This design comes from an exercise in tuning for small area, a short achievable clock period and few clock cycles per item on the open sky130 flow, not from production work.
The RTL was checked by simulation tests, not by an equivalence proof against the original design.
Power figures rest on the tool's default switching activity, not on a simulated workload.

Setup of job 1573:
// mb_booth_mult32
module mb_booth_mult32 (
    input  logic          clk,
    input  logic          rst,
    input  logic          in_valid,
    input  logic [mb_pkg::N-1:0]  a,
    input  logic [mb_pkg::N-1:0]  b,
    output logic          out_valid,
    output logic [63:0]   product
);
    logic [mb_pkg::N:0]          a_ext_s;
    logic [3*mb_pkg::DIGITS-1:0] digit_d, digit_q;
    logic [mb_pkg::N-1:0]        b_q;
    logic                        v0_q;
    assign a_ext_s = {a, 1'b0};
    for (genvar g = 0; g < mb_pkg::DIGITS; g++) begin : g_enc
        mb_digit_enc u_enc (.trip(a_ext_s[2*g+2 -: 3]), .digit(digit_d[3*g +: 3]));
    end
    always_ff @(posedge clk) begin
        digit_q <= digit_d;
        b_q     <= b;
        v0_q    <= in_valid & ~rst;
    end
    logic [mb_pkg::PPW-1:0] pp_s [mb_pkg::DIGITS];
    logic [mb_pkg::DIGITS-1:0] neg_s;
    logic [mb_pkg::N:0] b_ext_s, b_sh_s;
    assign b_ext_s = {b_q[mb_pkg::N-1], b_q};
    assign b_sh_s  = {b_q, 1'b0};
    always_comb begin
        for (int g = 0; g < mb_pkg::DIGITS; g++) begin
            for (int j = 0; j <= mb_pkg::N; j++) begin
                pp_s[g][j] = ((digit_q[3*g+1] & b_ext_s[j]) | (digit_q[3*g] & b_sh_s[j])) ^ digit_q[3*g+2];
            end
            pp_s[g][mb_pkg::N] = ~pp_s[g][mb_pkg::N];
            neg_s[g] = digit_q[3*g+2];
        end
    end
    logic s1;
    logic c2;
    logic s3;
    logic c4;
    logic s5;
    logic c6;
    logic s7;
    logic c8;
    logic s9;
    logic c10;
    logic s11;
    logic c12;
    logic s13;
    logic c14;
    logic s15;
    logic c16;
    logic s17;
    logic c18;
    logic s19;
    logic c20;
    logic s21;
    logic c22;
    logic s23;
  ...
Size in the first run: roughly 2,800 cells after synthesis, ~0.029 mm^2 of cells after synthesis.
make LEC_CHECK=0 CAP_MARGIN=20 CORE_MARGIN=2 CORE_UTILIZATION=40 SLEW_MARGIN=50 SYNTH_HIERARCHICAL=1 finish   # period 10.0 ns
run.sh (not shown) runs the stock make flow with config.mk's settings and CLKGATE_MAP_FILE= SYNTH_SCRIPT=/design/flow/synth_recipe.tcl, a recipe that flattens the netlist after the stock synthesis.
Looking at the reports, job 1573 completed the entire flow and the layout it produced met the timing, design-rule and antenna checks.
Testbench counts of job 1573, summed over its fixed seeds: cycles 160,016, items 160,000.
The following lists how job 7866 was set up differently from job 1573:
- setting PLACE_DENSITY to 0.75 for the first time
Findings:
Re post-synthesis cell area: no difference whatsoever between job 1573 and job 7866. Taking job 1573 as the reference point, the switching power of the nets of job 7866 falls by 2.0%. Diff job 1573 -> job 7866: post-route total power lower, global router's overall resource usage lower.
## Diff of input files: job 3236 against job 7866
- CAP_MARGIN: 20 -> 40
- SLEW_MARGIN: 50 -> 55
- PLACE_DENSITY: 0.75 -> unset
### Flow results
- Total power: higher on job 3236
- Final routed wirelength across all metal layers: job 7866 and job 3236 compared, higher one is job 3236
- For job 7866, the worst setup path startpoint was digit_q[18]$_DFF_P_, unlike job 3236, where it was r1_42_0$_DFF_P_.
- Re layout cell share with drive strength beyond 1: job 7866 and job 3236 aren't equal, and the lower value belongs to job 7866.
- Looking at clock buffer count, job 3236 sits above job 7866.
- On minimum clock period after layout: job 3236 sits below job 7866.
- Total net switching power on job 3236 is up relative to job 7866.

---

mb_booth_mult32, a different RTL version from the one above (not shown whole).
Size: roughly 2,800 cells after synthesis, about 0.029 mm² of cells after synthesis.
Settings: LEC_CHECK=0, CAP_MARGIN=40, CORE_MARGIN=2, CORE_UTILIZATION=65, PLACE_DENSITY=0.75, SLEW_MARGIN=50, SYNTH_HIERARCHICAL=1; clock period 10.0 ns.
The baseline finished with timing, DRC and antenna clean.
Testbench counts at the start, summed over its fixed seeds: cycles 160,016, items 160,000.
Next try:
--- a/flow/config.mk
+++ b/flow/config.mk
@@ -8 +8 @@
-export CAP_MARGIN = 40
+export CAP_MARGIN = 20
@@ -12 +12 @@
-export SLEW_MARGIN = 50
+export SLEW_MARGIN = 20
What happened: First-iteration DRC count shrinks by about 5%. Maximum frequency came out lower by 2.4%. Count of clock-buffer cells in the layout grows by 2.
Next try:
--- a/flow/config.mk
+++ b/flow/config.mk
@@ -8 +8 @@
-export CAP_MARGIN = 20
+export CAP_MARGIN = 50
@@ -10,3 +10,2 @@
-export CORE_UTILIZATION = 65
-export PLACE_DENSITY = 0.75
-export SLEW_MARGIN = 20
+export CORE_UTILIZATION = 40
+export SLEW_MARGIN = 70
Global-route usage came out lower by 14 points.
Register-to-register slack is better by 0.39 ns.
Routed wire length came out higher by a few percent.
Critical path depth came out higher by 6.
Non-clock buffer count came out higher by 67.
Synthesized area does not change.
Maximum frequency came out higher by roughly a tenth.
Clock power came out higher by a few percent.
Final cell count came out higher by roughly a tenth.
Via count came out lower slightly.
Die area came out higher by well over a third.
Next try:
--- a/flow/config.mk
+++ b/flow/config.mk
@@ -8 +8 @@
-export CAP_MARGIN = 50
+export CAP_MARGIN = 20
@@ -11 +11 @@
-export SLEW_MARGIN = 70
+export SLEW_MARGIN = 20
=> Routed wire length stays flat. Register-to-register slack degrades by 0.31 ns. Final area shrinks by 5.4%. Sequential cell count is unchanged. Setup slack gets worse by 0.31 ns. Non-clock buffer count shrinks by 60. Die area does not change. Clock skew rose by 0.0034 ns.

---

JK:
mb_booth_mult32, a different RTL version from the one above (not shown whole).
For scale: about 280 flip-flops, ~130 I/O pins, about 29000 um2 of cells after synthesis.
clock: 10.0 ns
lec_check: 0
cap_margin: 50
core_margin: 2
core_utilization: 40
slew_margin: 70
synth_hierarchical: 1
JK completed; timing, DRC and antenna clean
Testbench counts of JK, summed over its fixed seeds: cycles 160,016, items 160,000.
Modified inputs, MS compared to JK
- CAP_MARGIN: 50 -> 20
- SLEW_MARGIN: 70 -> 35
Results
- For non-clock buffer count, dividing the value from MS by the value from JK gives 0.72.
- Side by side, portion of total power attributed to the clock network turned out lower in MS than in JK.
- Of MS and JK, it is MS that has the lower final hold slack.
- Across MS and JK, none had a timing, DRC or antenna violation.
Modified inputs, AL compared to MS
- changing SLEW_MARGIN from 35 to 50
- setting ABC_AREA to 1 for the first time
==> comparison <==
- Per the comparison of AL with MS, depth of the critical timing path with buffers and inverters included saw an increase; slew of the pin with the lowest slew margin saw a decrease; power density over the cells saw a decrease.
- Post-detailed-route via-to-cell ratio came out lower on AL than on MS.
- The met3 usage in global routing in AL sits 0.70 points below the value recorded for MS.
- [compare] base=MS new=AL: combinational share of power rose 3.3 points, wire length of the first global-routing pass rose 12%.
- Diff MS -> AL: worst endpoint required time saw an increase; synthesized cell count saw an increase; clock-buffer cell count saw a decrease.
Edits applied to the flow inputs when going from AL to TR:
- ABC_AREA removed (was 1)
==> flow/flow/run.sh (new file) <==
#!/bin/bash
set -euo pipefail
cd "$(dirname "$0")/.."
MARGIN=$(cat flow/setup_margin.txt)
bash standard.sh SETUP_SLACK_MARGIN="$MARGIN" finish > flow_standard.log 2>&1
==> flow/flow/setup_margin.txt (new file) <==
6.35
==> flow/standard.sh (new file) <==
#!/bin/bash
# synth_recipe.tcl (not shown) runs the flow's synth.tcl, then flattens the netlist and writes it again
# the make line also repeats each setting of config.mk as NAME=value (left out here)
make -C /OpenROAD-flow-scripts/flow DESIGN_CONFIG=/design/flow/config.mk WORK_HOME=/design/flow/orfs CLKGATE_MAP_FILE= SYNTH_SCRIPT=/design/flow/synth_recipe.tcl "${@:-finish}"
removed: flow/run.sh
==> notes.md <==
The higher area after synthesis came out of AL. TR vs. AL: sequential power went up by about 10%. The via count in TR is 0.915 times that in AL. TR against AL: length of the first detailed-routing pass in iterations went up, clock network area share higher, power has remained practically unchanged. TR vs. AL: area added between synthesis and finish went up by 8.4 points. Run comparison: TR master of the slowest instance on the critical path dfxtp_4; AL master of the slowest instance on the critical path clkinv_1. No stage failed in TR, and the final checks on the layout all came back clean.
Inputs modified between TR and PW:
- CTS_BUF_LIST now sky130_fd_sc_hd__clkbuf_4 sky130_fd_sc_hd__clkbuf_8, previously not set
==> flow/run.sh (new file) <==
#!/bin/bash
# synth_recipe.tcl (not shown) runs the flow's synth.tcl, then flattens the netlist and writes it again
# the make line also repeats each setting of config.mk as NAME=value (left out here)
make -C /OpenROAD-flow-scripts/flow DESIGN_CONFIG=/design/flow/config.mk WORK_HOME=/design/flow/orfs CLKGATE_MAP_FILE= SYNTH_SCRIPT=/design/flow/synth_recipe.tcl finish
removed: flow/flow/run.sh
removed: flow/flow/setup_margin.txt
removed: flow/standard.sh
--- outcome ---
The cell with the largest stage delay on the worst path comes out fa_1 in one run and dfxtp_4 in the other, namely in PW and TR respectively.
PW against TR: number of search-and-repair iterations in the first detailed-routing pass rose 1, wire length of the first global-routing pass went down, total power now sits lower.

---

the previous run:
mb_booth_mult32 again, from the RTL that the note above started with.
Design mb_booth_mult32, start of the top module:
module mb_booth_mult32 (
    input  logic          clk,
    input  logic          rst,
    input  logic          in_valid,
    input  logic [mb_pkg::N-1:0]  a,
    input  logic [mb_pkg::N-1:0]  b,
    output logic          out_valid,
    output logic [63:0]   product
);
make LEC_CHECK=0 CAP_MARGIN=20 CORE_MARGIN=2 CORE_UTILIZATION=50 SLEW_MARGIN=50 SYNTH_HIERARCHICAL=1 finish   # period 10.0 ns
Stock flow here: none of the scripts above is used.
The previous run ran to completion and came out clean on the timing, design-rule and antenna checks.
Testbench counts of the previous run, summed over its fixed seeds: cycles 160,016, items 160,000.
Input-level comparison between the current run and the previous run:
Settings: a change of CORE_UTILIZATION from 50 to 40.
Results
Overall power of the completed layout was higher in the current run than in the previous run. The share of final layout cell area taken by non-clock buffers of the current run and that of the previous run are within noise of each other. NOTE total routed wirelength the previous run->the current run increased slightly. The current run ends up with a worst path arrival time that is 40 ps lower than in the previous run. The higher flop-to-flop setup slack of the previous run and the current run is in the current run. Post-placement cell area: the previous run and the current run compared, lower one is the previous run. NOTE: share of the core filled with cells in the current run falls short of that of the previous run. On post-synthesis to final-layout area growth: between the previous run and the current run, it ends up lower for the previous run. Of the previous run and the current run, the current run shows the higher final worst-path setup slack, with the previous run below it. Taking the previous run as the reference, in the current run global-route usage -6.3 points; via count -about 1%.

==> afterwards: timing with drivers on the ports <==
Ports are ideal in the flow. The routed layouts listed here were re-timed in OpenROAD. Step 1 (the two cells are an assumption about what drives the block):
set clk [get_ports {clk}]
set_driving_cell -lib_cell sky130_fd_sc_hd__clkbuf_16 $clk
set_driving_cell -lib_cell sky130_fd_sc_hd__buf_2 [delete_from_list [all_inputs] $clk]
Step 2 also shifts input and output timing later by t, the mid clock arrival at the registers, as if the neighbouring blocks saw the same clock. a / b / c = ideal ports / drivers / drivers and shift; a / b = the first two.
run | t (ns) | slack for setup (ns) | worst setup path at the end | worst data-port slew with drivers (ns)
job 1573 | 0.615 | 6.146 / 6.146 / 6.146 | register to register | 0.05
job 7866 | 0.626 | 5.972 / 5.972 / 5.972 | register to register | 0.10
job 3236 | 0.628 | 6.112 / 6.112 / 6.112 | register to register | 0.05
the first run of note 2 | 0.633 | 5.871 / 5.871 / 5.871 | register to register | 0.05
the second run of note 2 | 0.631 | 5.771 / 5.771 / 5.771 | register to register | 0.05
the third run of note 2 | 0.623 | 6.159 / 6.159 / 6.159 | register to register | 0.05
the fourth run of note 2 | 0.611 | 5.848 / 5.848 / 5.848 | register to register | 0.05
JK | 0.631 | 6.073 / 6.073 / 6.073 | register to register | 0.04
MS | 0.633 | 5.853 / 5.853 / 5.701 | input to register | 0.04
AL | 0.632 | 5.625 / 5.625 / 5.625 | register to register | 0.06
TR | 0.629 | 6.256 / 6.256 / 5.938 | input to register | 0.04
PW | 0.710 | 6.066 / 6.066 / 5.709 | input to register | 0.04
the previous run | 0.613 | 6.024 / 6.024 / 5.774 | input to register | 0.04
the current run | 0.632 | 6.098 / 6.098 / 5.696 | input to register | 0.04
After both steps setup and hold are still met in every run listed. For the current run, which loses most, drivers alone change the setup slack by 0.000 ns; drivers and shift together by -0.402 ns.
